From an optimization exercise on the open Yosys and OpenROAD flow, aimed at small area, a short achievable clock period and few clock cycles; shortcuts taken in it are not production practice. Only simulation tests tie the RTL to the original design; equivalence was not proved. No activity file was given, so power comes from the tool's default toggle rates.

== v4 ==
==> flow/design.v (excerpt) <==
module hough_line_sort_merge (
   input  logic        clock,
   input  logic        reset,
   input  logic [31:0] req_tdata,
   input  logic        req_tlast,
   input  logic        req_tvalid,
   output logic        req_tready,
   output logic [31:0] rsp_tdata,
   output logic        rsp_tuser,    
   output logic        rsp_tlast,
   output logic        rsp_tvalid,
   input  logic        rsp_tready,
   input  logic        csr_valid,
   output logic        csr_ready,
   input  logic [hlsm_pkg::CsrIndexWidth-1:0] csr_index,
   input  logic [hlsm_pkg::AngleWidth-1:0]    csr_data
);
For scale: ~2500 flip-flops, about 130000 um2 of cells after synthesis.
export LEC_CHECK = 0
export CAP_MARGIN = 20
export CORE_MARGIN = 2
export CORE_UTILIZATION = 55
export CTS_CLUSTER_DIAMETER = 120
export CTS_CLUSTER_SIZE = 20
export PLACE_DENSITY = 0.65
export SETUP_SLACK_MARGIN = 5
export SLEW_MARGIN = 20
create_clock -name core_clock -period 8.0 [get_ports {clock}]
run.sh (not shown) runs the stock make flow with config.mk's settings and CLKGATE_MAP_FILE= SYNTH_SCRIPT=/design/flow/synth_recipe.tcl, a recipe that flattens the netlist after the stock synthesis.
Testbench counts of v4, summed over its fixed seeds: cycles 15,331.
The following lists how v12 was set up differently from v4:
-- flow/design.v --
<<< v4, line 79
   logic         take_new, take_next, take_prev, load;
   function automatic logic rho_ge(input logic [DW-1:0] a, input logic [DW-1:0] b);
      logic [DW-1:0] ua, ub, gt, eq;
      ua = {~a[DW-1], a[DW-2:0]};
      ub = {~b[DW-1], b[DW-2:0]};
      gt = ua & ~ub;
      eq = ~(ua ^ ub);
      for (int w = 1; w < DW; w = w * 2) begin
         for (int k = 0; k + w < DW; k = k + 2 * w) begin
            gt[k] = gt[k + w] | (eq[k + w] & gt[k]);
            eq[k] = eq[k + w] & eq[k];
         end
      end
      rho_ge = gt[0] | eq[0];
   endfunction
   assign ge_out = rho_ge(data_ff[W-1:W-DW], cmp_distance);
>>> v12, line 79
   logic         take_new, take_next, take_prev, load;
   function automatic logic rho_ge(input logic [DW-1:0] a, input logic [DW-1:0] b);
      logic [DW-1:0] ua, ub;
      logic          ge;
      ua = {~a[DW-1], a[DW-2:0]};
      ub = {~b[DW-1], b[DW-2:0]};
      ge = 1'b1;
      for (int k = 0; k < DW; k++) begin
         ge = (ua[k] & ~ub[k]) | (~(ua[k] ^ ub[k]) & ge);
      end
      rho_ge = ge;
   endfunction
   assign ge_out = rho_ge(data_ff[W-1:W-DW], cmp_distance);
<<< v4, line 250
      end
   end
   logic room_pop, room_hold;
   logic em_pop, em_hold;
   logic [QN-1:0] q_pop, q_hold;
   assign em_hold   = emit || (em_valid_ff && q_valid_ff[2]);
   assign q_hold[0] = q_valid_ff[0] || em_valid_ff;
   assign q_hold[1] = q_valid_ff[1] || (em_valid_ff && q_valid_ff[0] && !q_valid_ff[2]);
   assign q_hold[2] = q_valid_ff[2] || (em_valid_ff && q_valid_ff[1]);
   assign em_pop    = emit;
   assign q_pop[0]  = q_valid_ff[1] || em_valid_ff;
   assign q_pop[1]  = q_valid_ff[2] || (em_valid_ff && q_valid_ff[1]);
   assign q_pop[2]  = em_valid_ff && q_valid_ff[2];
   assign room_hold = !((step && em_hold && q_hold[1]) || ((step || em_hold) && q_hold[2]));
   assign room_pop  = !((step && em_pop && q_pop[1]) || ((step || em_pop) && q_pop[2]));
   assign room_next = pop ? room_pop : room_hold;
   always_ff @(posedge clock) begin
      if (reset) begin
>>> v12, line 247
      end
   end
   assign room_next = !((step && em_valid_in && q_valid_in[1])
                     || ((step || em_valid_in) && q_valid_in[2]));
   always_ff @(posedge clock) begin
      if (reset) begin
## What came out
- Comparing v12 and v4, the higher power is on v12.
- Relative to v4, worst setup slack increased by 56 ps in v12.
- Compared with v4, v12 shows number of global-route vias before repair higher by 831.
- The clock edge transition at the registers on the reported setup and hold paths was comparable across v12 and v4.
- v12 — layout clock buffer count about 4% lower, v4 as reference
- The core utilization of the finished layout in v12 sits 0.16 points below the value recorded for v4.
- v12 vs. v4: global-route usage went up by 3.0 points.
- | design area | v12 vs v4 | ≈ equal |
- On v12: number of combinational gates with multiple inputs is 123 higher than what v4 gave.
Testbench counts of v12, summed over its fixed seeds: cycles 15,331.

-- re-timing with driven ports --
How much do the figures lean on ideal ports? The routed layouts below were timed once more, with nothing changed but the port constraints. Step 1 assumes that a clkbuf_16 drives the clock port and a buf_2 every other input. Step 2, shift: input delay + t, output delay - t, t = (earliest + latest rising clock arrival at the registers) / 2. This alone moves slack from input paths to output paths. Three values: ideal, step 1, step 2; two values: the first two.
run | t (ns) | slack for setup (ns) | clock arrival spread, ns | slew at the worst register clock pin (ns) | pins driven straight from the clock port
v4 | 0.921 | 4.807 / 4.807 / 4.229 | 0.055 / 0.055 | 0.10 / 0.10 | 1
v12 | 0.924 | 4.863 / 4.862 / 4.246 | 0.057 / 0.058 | 0.10 / 0.10 | 1
After both steps setup and hold are still met in every run listed. The setup slack of v12, which loses most, moves by -0.001 ns with the drivers and by -0.617 ns with both steps.
